What follows belongs to an exercise in optimizing a design on an open flow for small area, a short achievable clock period and few clock cycles per item; a production flow would make more cautious choices.
RTL that was checked went through simulation tests only; none was proved equivalent to the original.

before:
## game_step
module game_step #(
    parameter int N_BULLETS = 5,
    parameter int N_ENEMIES = 5,
    parameter int N_DIVERS  = 5
) (
    input  logic                    i_clk,
    input  logic                    i_rstn,
    input  logic                    i_start,
    input  logic [2:0]              i_act,
    input  logic [31:0]             i_player,
    input  logic [18*N_BULLETS-1:0] i_bullets,
    input  logic [18*N_ENEMIES-1:0] i_enemies,
    input  logic [18*N_DIVERS-1:0]  i_divers,
    input  logic [31:0]             i_score,
    output logic [31:0]             o_player,
    output logic [18*N_BULLETS-1:0] o_bullets,
    output logic [18*N_ENEMIES-1:0] o_enemies,
    output logic [18*N_DIVERS-1:0]  o_divers,
    output logic [31:0]             o_score,
    output logic                    o_done,
    output logic                    o_valid
);
    logic                    lose;
    logic [31:0]             moved_player;
    logic [N_BULLETS-1:0]    bullet_active;
    logic [N_BULLETS-1:0]    shot_sel;
    logic [17:0]             shot;
    logic [18*N_BULLETS-1:0] moved_bullets;
    logic [18*N_ENEMIES-1:0] moved_enemies;
    logic [18*N_DIVERS-1:0]  moved_divers;
    step_control step_control_i (
        .i_clk   (i_clk),
        .i_rstn  (i_rstn),
        .i_start (i_start),
        .i_lose  (lose),
        .o_valid (o_valid),
        .o_done  (o_done)
    );
    player_action #(.N_BULLETS(N_BULLETS)) player_action_i (
        .i_act           (i_act),
        .i_player        (i_player),
        .i_bullet_active (bullet_active),
  ...
Size: about 680 I/O pins, about 31,000 um^2 of cells after synthesis.
==> module collision_score, before the edit <==
module collision_score #(
    parameter int N_BULLETS = 5,
    parameter int N_ENEMIES = 5,
    parameter int N_DIVERS  = 5
) (
    input  logic                    i_clk,
    input  logic [31:0]             i_player,
    input  logic [18*N_BULLETS-1:0] i_bullets,
    input  logic [18*N_ENEMIES-1:0] i_enemies,
    input  logic [18*N_DIVERS-1:0]  i_divers,
    input  logic [31:0]             i_score,
    output logic [31:0]             o_player,
    output logic [18*N_BULLETS-1:0] o_bullets,
    output logic [18*N_ENEMIES-1:0] o_enemies,
    output logic [18*N_DIVERS-1:0]  o_divers,
    output logic [31:0]             o_score,
    output logic                    o_lose
);
    function automatic win(input logic [7:0] a, input logic [7:0] b,
                           input logic cin, input logic [3:0] lim);
        logic [4:0] lo;
        logic [7:0] p, t;
        lo  = {1'b0, a[3:0]} + {1'b0, ~b[3:0]} + {4'd0, cin};
        p   = ~(a ^ b);
        t   = a | ~b;
        win = lo[3:0] <= lim && lo[4] == p[4] && t[4] == p[5] && t[5] == p[6]
              && t[6] == p[7] && t[7];
    endfunction
    logic [7:0] px, py;
    assign px = i_player[31:24];
    assign py = i_player[23:16];
    logic [N_BULLETS*N_ENEMIES-1:0] match_d;
    logic [N_DIVERS-1:0]            pick_d;
    always_comb begin
        for (int e = 0; e < N_ENEMIES; e++)
            for (int b = 0; b < N_BULLETS; b++)
                match_d[N_BULLETS*e+b] = i_enemies[18*e] && i_bullets[18*b]
                    && win(i_bullets[18*b+10 +: 8], i_enemies[18*e+10 +: 8], 1'b0, 4'd8)
                    && win(i_bullets[18*b+2 +: 8], i_enemies[18*e+2 +: 8], 1'b0, 4'd8);
        for (int d = 0; d < N_DIVERS; d++)
            pick_d[d] = i_divers[18*d]
                && win(i_divers[18*d+10 +: 8], px, 1'b1, 4'd9)
                && win(i_divers[18*d+2 +: 8], py, 1'b1, 4'd9);
    end
    assign o_lose = py >= 8'd10 && i_player[15:6] <= 10'd1 && i_player[5:3] <= 3'd1;
    logic [31:0]                    player_q;
    logic [18*N_BULLETS-1:0]        bullets_q;
    logic [18*N_ENEMIES-1:0]        enemies_q;
    logic [18*N_DIVERS-1:0]         divers_q;
    logic [31:0]                    score_q;
    logic [N_BULLETS*N_ENEMIES-1:0] match_q;
    logic [N_DIVERS-1:0]            pick_q;
    always_ff @(posedge i_clk) begin
        player_q  <= i_player;
        bullets_q <= i_bullets;
        enemies_q <= i_enemies;
        divers_q  <= i_divers;
        score_q   <= i_score;
        match_q   <= match_d;
        pick_q    <= pick_d;
    end
    logic [N_BULLETS-1:0] avail [N_ENEMIES+1];
    logic [N_BULLETS-1:0] cand  [N_ENEMIES];
    logic [N_BULLETS-1:0] take  [N_ENEMIES];
    logic [N_ENEMIES-1:0] hit;
    always_comb begin
        avail[0] = '1;
        for (int e = 0; e < N_ENEMIES; e++) begin
            cand[e]      = match_q[N_BULLETS*e +: N_BULLETS] & avail[e];
            take[e]      = cand[e] & ~(cand[e] - 1'b1);
            hit[e]       = |cand[e];
            avail[e + 1] = avail[e] & ~take[e];
        end
    end
    logic [7:0] qy;
    logic [9:0] qoxy;
    logic [2:0] qlives, qdivc;
    assign qy     = player_q[23:16];
    assign qoxy   = player_q[15:6];
    assign qlives = player_q[5:3];
    assign qdivc  = player_q[2:0];
    logic [2:0] n_pick;
    logic       surface, rescue, starve;
    logic [2:0] divc_picked;
    always_comb begin
        n_pick = '0;
        for (int d = 0; d < N_DIVERS; d++)  n_pick = n_pick + 3'(pick_q[d]);
        divc_picked = qdivc;
        if (qdivc < 3'd6) divc_picked = (4'(qdivc) + 4'(n_pick) >= 4'd6) ? 3'd6 : qdivc + n_pick;
    end
    assign surface = qy < 8'd10;
    assign rescue  = surface && qdivc == 3'd6;
    assign starve  = !surface && qoxy <= 10'd1;
    always_comb begin
        o_player = player_q;
        o_player[2:0] = rescue ? 3'd0 : divc_picked;
        if (surface || starve) o_player[15:6] = 10'd1000;
        else o_player[15:6] = qoxy - 10'd1;
        if (starve) o_player[5:3] = (qlives <= 3'd1) ? 3'd0 : qlives - 3'd1;
    end
    always_comb begin
        o_bullets = bullets_q;
        o_enemies = enemies_q;
        o_divers  = divers_q;
        for (int b = 0; b < N_BULLETS; b++) o_bullets[18*b] = bullets_q[18*b] & avail[N_ENEMIES][b];
        for (int e = 0; e < N_ENEMIES; e++) o_enemies[18*e] = enemies_q[18*e] & ~hit[e];
        for (int d = 0; d < N_DIVERS; d++)  o_divers[18*d]  = divers_q[18*d] & ~pick_q[d];
    end
    logic [N_DIVERS+1:0] q_hot;
    logic [N_ENEMIES:0]  k_hot;
    logic [9:0]          low_q [N_DIVERS+2];
    logic [9:0]          low_p;
    logic [9:0]          low_k [N_ENEMIES+1];
    logic [9:0]          low;
    logic [31:9]         all_ones;
    always_comb begin
        q_hot = (N_DIVERS+2)'(1);
        for (int d = 0; d < N_DIVERS; d++)
            if (pick_q[d]) q_hot = q_hot << 1;
        if (rescue) q_hot = q_hot << 1;
        k_hot = (N_ENEMIES+1)'(1);
        for (int e = 0; e < N_ENEMIES; e++)
            if (hit[e]) k_hot = k_hot << 1;
        low_p = '0;
        for (int q = 0; q <= N_DIVERS + 1; q++) begin
            low_q[q] = {1'b0, score_q[8:0]} + 10'(50 * q);
            low_p    = low_p | (low_q[q] & {10{q_hot[q]}});
        end
        low = '0;
        for (int k = 0; k <= N_ENEMIES; k++) begin
            low_k[k] = low_p + 10'(20 * k);
            low      = low | (low_k[k] & {10{k_hot[k]}});
        end
        all_ones[9] = 1'b1;
        for (int i = 10; i < 32; i++) all_ones[i] = all_ones[i-1] & score_q[i-1];
        o_score[8:0] = low[8:0];
        for (int i = 9; i < 32; i++) o_score[i] = score_q[i] ^ (low[9] & all_ones[i]);
    end
endmodule
Settings: LEC_CHECK=0, CAP_MARGIN=20, CORE_MARGIN=2, CORE_UTILIZATION=40, SLEW_MARGIN=20; clock period 25.0 ns.
standard.sh (not shown) runs the stock make flow with config.mk's settings and CLKGATE_MAP_FILE= SYNTH_SCRIPT=/design/flow/synth_recipe.tcl, a recipe that flattens the netlist after the stock synthesis.
==> flow/flow/run.sh <==
#!/bin/bash
# Layout flow: the standard ORFS flow (standard.sh, with the standard flow's synthesis
# script) with these changes:
#  - synthesis leaves adders to ABC (no half/full adder extraction), and ABC
#    maps for area (flow/abc_area_map.script in place of ORFS's
#    abc_speed.script, in a copy of ORFS's scripts folder used for synthesis
#    only); registers are untouched
#  - every port still gets its own buffer, a plain buf_2 instead of the
#    default delay-cell buffer
set -euo pipefail
MARGIN=$(cat flow/margin.txt 2>/dev/null || echo 0)
rm -rf synth_scripts
cp -r "$FLOW_HOME/scripts" synth_scripts
cp flow/abc_area_map.script synth_scripts/abc_speed.script
bash standard.sh ADDER_MAP_FILE= SCRIPTS_DIR="$PWD/synth_scripts" synth > flow_synth.log 2>&1
bash standard.sh ADDER_MAP_FILE= "BUFFER_PORTS_ARGS=-buffer_cell sky130_fd_sc_hd__buf_2" \
    SETUP_SLACK_MARGIN=$MARGIN finish > flow_finish.log 2>&1
test -f out/final.def
==> flow/flow/abc_area_map.script <==
strash
dch -f
map -a
topo
==> flow/flow/margin.txt <==
16
Inputs modified between before and after:
--- a/flow/design.v
+++ b/flow/design.v
@@ -144,18 +144,35 @@
             pick_d[d] = i_divers[18*d]
                 && win(i_divers[18*d+10 +: 8], px, 1'b1, 4'd9)
                 && win(i_divers[18*d+2 +: 8], py, 1'b1, 4'd9);
     end
-    assign o_lose = py >= 8'd10 && i_player[15:6] <= 10'd1 && i_player[5:3] <= 3'd1;
+    logic [9:0] poxy;
+    logic [2:0] plives;
+    logic       surface, starve, rescue_d;
+    logic [31:0] player_d;
+    assign poxy     = i_player[15:6];
+    assign plives   = i_player[5:3];
+    assign surface  = py < 8'd10;
+    assign starve   = !surface && poxy <= 10'd1;
+    assign rescue_d = surface && i_player[2:0] == 3'd6;
+    assign o_lose   = starve && plives <= 3'd1;
+    always_comb begin
+        player_d = i_player;
+        if (surface || starve) player_d[15:6] = 10'd1000;
+        else player_d[15:6] = poxy - 10'd1;
+        if (starve) player_d[5:3] = (plives <= 3'd1) ? 3'd0 : plives - 3'd1;
+    end
     logic [31:0]                    player_q;
     logic [18*N_BULLETS-1:0]        bullets_q;
     logic [18*N_ENEMIES-1:0]        enemies_q;
     logic [18*N_DIVERS-1:0]         divers_q;
     logic [31:0]                    score_q;
     logic [N_BULLETS*N_ENEMIES-1:0] match_q;
     logic [N_DIVERS-1:0]            pick_q;
+    logic                           rescue;
     always_ff @(posedge i_clk) begin
-        player_q  <= i_player;
+        player_q  <= player_d;
+        rescue    <= rescue_d;
         bullets_q <= i_bullets;
         enemies_q <= i_enemies;
         divers_q  <= i_divers;
         score_q   <= i_score;
@@ -174,33 +191,21 @@
             hit[e]       = |cand[e];
             avail[e + 1] = avail[e] & ~take[e];
         end
     end
-    logic [7:0] qy;
-    logic [9:0] qoxy;
-    logic [2:0] qlives, qdivc;
-    assign qy     = player_q[23:16];
-    assign qoxy   = player_q[15:6];
-    assign qlives = player_q[5:3];
-    assign qdivc  = player_q[2:0];
+    logic [2:0] qdivc;
+    assign qdivc = player_q[2:0];
     logic [2:0] n_pick;
-    logic       surface, rescue, starve;
     logic [2:0] divc_picked;
     always_comb begin
         n_pick = '0;
         for (int d = 0; d < N_DIVERS; d++)  n_pick = n_pick + 3'(pick_q[d]);
         divc_picked = qdivc;
         if (qdivc < 3'd6) divc_picked = (4'(qdivc) + 4'(n_pick) >= 4'd6) ? 3'd6 : qdivc + n_pick;
     end
-    assign surface = qy < 8'd10;
-    assign rescue  = surface && qdivc == 3'd6;
-    assign starve  = !surface && qoxy <= 10'd1;
     always_comb begin
         o_player = player_q;
         o_player[2:0] = rescue ? 3'd0 : divc_picked;
-        if (surface || starve) o_player[15:6] = 10'd1000;
-        else o_player[15:6] = qoxy - 10'd1;
-        if (starve) o_player[5:3] = (qlives <= 3'd1) ? 3'd0 : qlives - 3'd1;
     end
     always_comb begin
         o_bullets = bullets_q;
         o_enemies = enemies_q;
@@ -217,11 +222,11 @@
     logic [9:0]          low;
     logic [31:9]         all_ones;
     always_comb begin
         q_hot = (N_DIVERS+2)'(1);
+        if (rescue) q_hot = q_hot << 1;
         for (int d = 0; d < N_DIVERS; d++)
             if (pick_q[d]) q_hot = q_hot << 1;
-        if (rescue) q_hot = q_hot << 1;
         k_hot = (N_ENEMIES+1)'(1);
         for (int e = 0; e < N_ENEMIES; e++)
             if (hit[e]) k_hot = k_hot << 1;
         low_p = '0;
[summary]
Compared before against after; overall die area within noise.
For before, the timing startpoint of the critical path was collision_score_i.match_q[0]$_DFF_P_, unlike after, where it was collision_score_i.rescue$_DFF_P_.
In the flow results for after and before, the global-route total usage across every layer is smaller on before.
Going from before to after, met3 track demand over resource in global routing closely matched the old numbers, number of antenna violations at the first check in global routing now larger.
Per the comparison of after with before, design area shows an increase of 1.3%; utilization picked up an extra 0.71 points; post-detailed-route wirelength per cell climbed about 2.1%; non-clock buffer count saw an increase; unique cell type count in the Yosys netlist went up.
Testbench counts of after, summed over its fixed seeds: cycles 48,000, steps 24,000.
Function not checked in before: the RTL went through the layout flow alone.

[what the ideal ports hide]
In the flow no input, the clock included, has a driving cell. The finished layouts below were timed again as built, in two steps.
Step 1 (the two cells are an assumption about what drives the block):
set clk [get_ports {i_clk}]
set_driving_cell -lib_cell sky130_fd_sc_hd__clkbuf_16 $clk
set_driving_cell -lib_cell sky130_fd_sc_hd__buf_2 [delete_from_list [all_inputs] $clk]
Step 2 moves the port delays by t, midway between the first and last clock arrival at a register: inputs arrive t later, outputs are due t later. That takes back most of the time a late clock gives input paths.
a / b / c = no drivers / after step 1 / after step 2; a / b = the first two.
run	t (ns)	setup slack, ns	latest minus earliest clock arrival (ns)
before	0.685	15.657 / 15.584 / 15.468	0.044 / 0.044
after	0.673	15.847 / 15.776 / 15.487	0.033 / 0.034
After both steps setup and hold are still met in every run listed. The setup slack of after, which loses most, moves by -0.071 ns with the drivers and by -0.360 ns with both steps.
